This design comes from an exercise in tuning for small area and a short achievable clock period on the open sky130 flow, not from production work. Where RTL was checked, it was by simulation tests only, not by an equivalence proof against the original. The clock port is modelled as an ideal driver; clocking choices that lean on that would not hold on a real chip. Power is estimated from default activity; no workload was simulated.

==> flow/design.v (excerpt) <==
module tenc_bridge_top
(
    input  logic       i_clk,
    input  logic       i_rst,
    input  logic       i_wb_cyc,
    input  logic       i_wb_stb,
    input  logic       i_wb_we,
    input  tenc_pkg::wb_data_t   i_wb_dat,
    output logic       o_wb_ack,
    output tenc_pkg::wb_data_t   o_wb_dat,
    input  tenc_pkg::code_sel_t  i_param_sel,
    output logic       o_enc_valid,
    input  logic       i_enc_ready,
    output tenc_pkg::in_sym_t    o_enc_sym,
    input  logic       i_res_valid,
    output logic       o_res_ready,
    input  tenc_pkg::res_word_t  i_res_word,
    output tenc_pkg::blocksize_t o_blocksize,
    output tenc_pkg::perm_p_t    o_p,
    output tenc_pkg::perm_q_t    o_q0,
    output tenc_pkg::perm_q_t    o_q1,
    output tenc_pkg::perm_q_t    o_q2,
    output tenc_pkg::perm_q_t    o_q3
);
Size in the first run: roughly 5000 cells after synthesis, roughly 2300 flip-flops.
clock: 6.0 ns
lec_check: 0
cap_margin: 20
core_margin: 2
core_utilization: 65
cts_cluster_diameter: 100
cts_cluster_size: 30
setup_slack_margin: 3.3
slew_margin: 20
standard.sh (not shown) runs the stock make flow with config.mk's settings and CLKGATE_MAP_FILE= SYNTH_SCRIPT=/design/flow/synth_recipe.tcl, a recipe that flattens the netlist after the stock synthesis.
==> flow/flow/run.sh <==
#!/bin/bash
# Layout flow: the standard flow (standard.sh) with different tool options
# for the port buffers and the clock tree. Each ORFS step keeps its own log
# under orfs/logs/; the make output goes to standard_flow.log here.
set -e
cp standard.sh standard_sh_used.txt
# Port buffers: a regular buffer instead of the default pick (a delay cell)
export BUFFER_PORTS_ARGS="-buffer_cell sky130_fd_sc_hd__buf_4"
# Clock tree: larger sink clusters and no dummy loads
export CTS_ARGS="-sink_clustering_enable -repair_clock_nets -sink_clustering_size 30 -sink_clustering_max_diameter 100 -dont_use_dummy_load"
bash standard.sh finish > standard_flow.log 2>&1
Rerun with:
==> flow/run.sh (new file) <==
#!/bin/bash
# synth_recipe.tcl (not shown) runs the flow's synth.tcl, then flattens the netlist and writes it again
# the make line also repeats each setting of config.mk as NAME=value (left out here)
make -C /OpenROAD-flow-scripts/flow DESIGN_CONFIG=/design/flow/config.mk WORK_HOME=/design/flow/orfs CLKGATE_MAP_FILE= SYNTH_SCRIPT=/design/flow/synth_recipe.tcl finish
removed: flow/flow/run.sh
removed: flow/standard.sh
Result: Register-to-register slack got worse by 0.03 ns. Cell area goes up by 0.77%. Synthesized cell count does not change. Worst setup slack got worse by 0.032 ns. Combinational power goes up by 4.5%. Clock-buffer cell count goes up by 49. Global-route usage goes up by 0.70 points. Non-clock buffer count goes up by 15. Total power goes up by 1.2%. Sequential share of layout area goes down by 0.56 points. Routed wire length goes up by 2.1%.
Function was not checked in any run of this note: the RTL went through the layout flow alone.

========
== oak ==
Another version of the RTL of tenc_bridge_top (not shown whole).
Size in the first run: roughly 4800 cells after synthesis, ~2200 flip-flops.
make LEC_CHECK=0 CAP_MARGIN=20 CORE_MARGIN=2 CORE_UTILIZATION=40 SETUP_SLACK_MARGIN=3.0 SLEW_MARGIN=20 finish   # period 6.0 ns
run.sh (not shown) runs the stock make flow with config.mk's settings and CLKGATE_MAP_FILE= SYNTH_SCRIPT=/design/flow/synth_recipe.tcl, a recipe that flattens the netlist after the stock synthesis.
Stock flow here: none of the scripts above is used.
The inputs of pine differ from those of oak as listed below.
-- flow/config.mk --
<<< oak, line 9
export CORE_MARGIN = 2
export CORE_UTILIZATION = 40
export SETUP_SLACK_MARGIN = 3.0
export SLEW_MARGIN = 20
>>> pine, line 9
export CORE_MARGIN = 2
export CORE_UTILIZATION = 40
export SETUP_SLACK_MARGIN = 3.4
export SLEW_MARGIN = 20
==> run summary <==
- Run comparison: oak critical path startpoint u_tx_fifo.rlo[13]; pine critical path startpoint u_tx_fifo.wp[6]
- On met3 track demand over resource in global routing: between oak and pine, it ends up higher for pine.
- pine and oak ended up with roughly the same sequential cell area.
- What pine reported for count of plain and timing-repair buffers in the layout has to be multiplied by 0.54 to get the figure for oak.
- Taking oak as the reference, in pine total power increased by about 0.9% relative to the old numbers, post-CTS setup-driven buffer insertion count increased by 115 relative to the old numbers, met1 wire length increased by about 5% relative to the old numbers.
Changes in birch relative to pine:
-- flow/config.mk --
<<< pine, line 9
export CORE_MARGIN = 2
export CORE_UTILIZATION = 40
export SETUP_SLACK_MARGIN = 3.4
export SLEW_MARGIN = 20
>>> birch, line 9
export CORE_MARGIN = 2
export CORE_UTILIZATION = 40
export SETUP_SLACK_MARGIN = 0.25
export SLEW_MARGIN = 20
Notes after the runs:
- birch vs pine, routed length per instance went down by about 8%.
- In terms of clock transition at the registers of the reported paths, birch and pine differ only marginally.
- Taking pine as the reference, in birch headroom to the max-slew limit decreased by 7.4 points relative to the old numbers, setup slack of the worst register-to-register path decreased by 520 ps relative to the old numbers, layout-stage area growth over the synthesis result decreased by 7.6 points relative to the old numbers, hold slack decreased by 16 ps relative to the old numbers, worst setup slack decreased by 970 ps relative to the old numbers.
- Diff pine -> birch | power after layout | decrease of 1.5%

========
## indigo
Another version of the RTL of tenc_bridge_top (not shown whole).
Size: about 2,400 flip-flops, about 160 I/O pins, ~87,000 um^2 of cells after synthesis.
export LEC_CHECK = 0
export CAP_MARGIN = 20
export CORE_MARGIN = 2
export CORE_UTILIZATION = 60
export CTS_CLUSTER_DIAMETER = 80
export CTS_CLUSTER_SIZE = 28
export SETUP_SLACK_MARGIN = 3.7
export SLEW_MARGIN = 20
create_clock -name core_clock -period 6.0 [get_ports {i_clk}]
standard.sh (not shown) runs the stock make flow with config.mk's settings and CLKGATE_MAP_FILE= SYNTH_SCRIPT=/design/flow/synth_recipe.tcl, a recipe that flattens the netlist after the stock synthesis.
==> flow/flow/run.sh <==
#!/bin/bash
# Layout flow: the standard flow (standard.sh) with different tool options
# for the port buffers, the clock tree and net fanout. Each ORFS step keeps
# its own log under orfs/logs/; the make output goes to standard_flow.log here.
set -e
cp standard.sh standard_sh_used.txt
# Port buffers: a regular buffer instead of the default pick (a delay cell)
export BUFFER_PORTS_ARGS="-buffer_cell sky130_fd_sc_hd__buf_4"
# Clock tree: larger sink clusters and no dummy loads
export CTS_ARGS="-sink_clustering_enable -repair_clock_nets -sink_clustering_size 28 -sink_clustering_max_diameter 80 -dont_use_dummy_load"
# Fanout cap before each step that repairs the design
export PRE_GLOBAL_PLACE_TCL="$PWD/flow/fanout.tcl"
export PRE_RESIZE_TCL="$PWD/flow/fanout.tcl"
export PRE_CTS_TCL="$PWD/flow/fanout.tcl"
export PRE_GLOBAL_ROUTE_TCL="$PWD/flow/fanout.tcl"
bash standard.sh finish > standard_flow.log 2>&1
==> flow/flow/fanout.tcl <==
# Cap signal fanout so the repair steps split the wide write-data and
# pointer nets into smaller nets
set_max_fanout 40 [current_design]
> inputs changed (indigo -> nickel)
- changing CTS_CLUSTER_SIZE from 28 to 24
- changing CTS_CLUSTER_DIAMETER from 80 to 100
==> flow/flow/run.sh <==
#!/bin/bash
# Layout flow: the standard flow (standard.sh) with different tool options
# for the port buffers and the clock tree. Each ORFS step keeps its own log
# under orfs/logs/; the make output goes to standard_flow.log here.
set -e
cp standard.sh standard_sh_used.txt
# Port buffers: a regular buffer instead of the default pick (a delay cell)
export BUFFER_PORTS_ARGS="-buffer_cell sky130_fd_sc_hd__buf_4"
# Clock tree: larger sink clusters and no dummy loads
export CTS_ARGS="-sink_clustering_enable -repair_clock_nets -sink_clustering_size 24 -sink_clustering_max_diameter 100 -dont_use_dummy_load"
bash standard.sh finish > standard_flow.log 2>&1
removed: flow/flow/fanout.tcl
Findings:
Run comparison: indigo launch point of the critical path i_wb_cyc; nickel launch point of the critical path u_tx_fifo.wlo_n[2]. The final layouts of nickel and indigo pass the timing, DRC and antenna checks. Relative to indigo, nickel degrades total detailed-routing wirelength. A highest-delay cell along the critical path of sky130_fd_sc_hd__dfxtp_2 is what nickel shows, while sky130_fd_sc_hd__or3_1 belongs to indigo. Re shortest period the worst path allows: nickel and indigo aren't equal, and the higher value belongs to indigo. Going from indigo to nickel, clock input transition at the sequential cells of the worst setup and hold paths went up by 20 ps; post-route total power went up. Run comparison: indigo start-to-end type of the worst setup path input port to flip-flop; nickel start-to-end type of the worst setup path flip-flop to flip-flop.
Edits applied to the flow inputs when going from nickel to raven:
- swapping 3.7 for 3.8 in SETUP_SLACK_MARGIN
- swapping 60 for 50 in CORE_UTILIZATION
==> flow/flow/run.sh <==
#!/bin/bash
# Layout flow: the standard flow (standard.sh) with different tool options
# for the port buffers, the clock tree and net fanout. Each ORFS step keeps
# its own log under orfs/logs/; the make output goes to standard_flow.log here.
set -e
cp standard.sh standard_sh_used.txt
# Port buffers: a regular buffer instead of the default pick (a delay cell)
export BUFFER_PORTS_ARGS="-buffer_cell sky130_fd_sc_hd__buf_4"
# Clock tree: larger sink clusters and no dummy loads
export CTS_ARGS="-sink_clustering_enable -repair_clock_nets -sink_clustering_size 24 -sink_clustering_max_diameter 100 -dont_use_dummy_load"
# Fanout cap before each step that repairs the design
export PRE_GLOBAL_PLACE_TCL="$PWD/flow/fanout.tcl"
export PRE_RESIZE_TCL="$PWD/flow/fanout.tcl"
export PRE_CTS_TCL="$PWD/flow/fanout.tcl"
export PRE_GLOBAL_ROUTE_TCL="$PWD/flow/fanout.tcl"
bash standard.sh finish > standard_flow.log 2>&1
==> flow/flow/fanout.tcl (new file) <==
# Cap signal fanout so the repair steps split the wide write-data and
# pointer nets into smaller nets
set_max_fanout 40 [current_design]
--- outcome ---
- Delta (raven minus nickel): post-layout worst setup margin decreased by 68 ps relative to the old numbers; number of primary I/O pins roughly the same; wire length on met2 rose 0.79%; design area went up; routed wire length barely changed.
- raven vs. nickel: reported leakage power went up by 1.9%.
- The arrival time at the worst endpoint of raven falls short of that of nickel by 1730 ps.
- In raven relative to nickel, final cell count had gone up by a little under 10%.
- Any difference in clock group share of total power between nickel and raven is small enough to ignore.
--- input diff raven..onyx ---
- a change of CTS_CLUSTER_SIZE from 24 to 18
- a change of CORE_UTILIZATION from 50 to 55
- a change of CTS_CLUSTER_DIAMETER from 100 to 70
diff --git a/flow/flow/run.sh b/flow/flow/run.sh
--- a/flow/flow/run.sh
+++ b/flow/flow/run.sh
@@ -8,4 +8,4 @@
 export BUFFER_PORTS_ARGS="-buffer_cell sky130_fd_sc_hd__buf_4"
-# Clock tree: larger sink clusters and no dummy loads
-export CTS_ARGS="-sink_clustering_enable -repair_clock_nets -sink_clustering_size 24 -sink_clustering_max_diameter 100 -dont_use_dummy_load"
+# Clock tree: larger sink clusters, smaller leaf buffers and no dummy loads
+export CTS_ARGS="-sink_clustering_enable -repair_clock_nets -sink_clustering_size 18 -sink_clustering_max_diameter 70 -dont_use_dummy_load -sink_clustering_buffer sky130_fd_sc_hd__clkbuf_8"
 # Fanout cap before each step that repairs the design
Findings:
Capture point of the critical path: o_res_ready -> raven, u_tx_fifo.one_q -> onyx
Looking at total of plain and repair buffers excluding clock buffers, onyx sits below raven.
The final cell count of onyx is lower than that of raven.
onyx does better than raven on setup slack.
onyx vs raven — number of vias after detailed routing rose about 0.4%.
On final clock skew, onyx does better than raven.
Compared with raven, in onyx power consumption saw a decrease, maximum frequency saw an increase, final area saw a decrease, hold slack saw an increase, critical path depth saw an increase.
The clock-buffer cell count reported for onyx is greater than that of raven by 44.

-- what the ideal ports hide --
The flow's constraints put no driver on any port. The routed layouts listed below were extracted and timed again, unchanged, in two steps. Step 1 assumes that a clkbuf_16 drives the clock port and a buf_2 every other input. Step 2 times the ports against the registers' clock, not the clock port: input delays grow and output delays shrink by t, the midpoint of the rising clock arrivals with the driver on. Slacks: ideal / step 1 / step 2; pairs: ideal / step 1.
| run | t (ns) | setup slack, ns | worst slew at a driven data input, ns |
|---|---|---|---|
| the first run of note 1 | 0.799 | 3.159 / 3.159 / 2.752 | 0.12 |
| the second run of note 1 | 0.825 | 3.127 / 3.127 / 2.640 | 0.18 |
| oak | 0.919 | 2.949 / 2.949 / 2.181 | 0.11 |
| pine | 0.929 | 3.100 / 3.100 / 2.378 | 0.05 |
| birch | 0.938 | 2.126 / 2.188 / 1.250 | 0.04 |
| indigo | 0.825 | 3.507 / 3.431 / 2.732 | 0.06 |
| nickel | 0.834 | 3.526 / 3.450 / 2.856 | 0.05 |
| raven | 0.851 | 3.457 / 3.371 / 3.038 | 0.06 |
| onyx | 0.851 | 3.507 / 3.421 / 2.750 | 0.04 |
After both steps every run listed still meets setup and hold. For birch, which loses most, drivers alone change the setup slack by +0.062 ns; drivers and shift together by -0.876 ns.
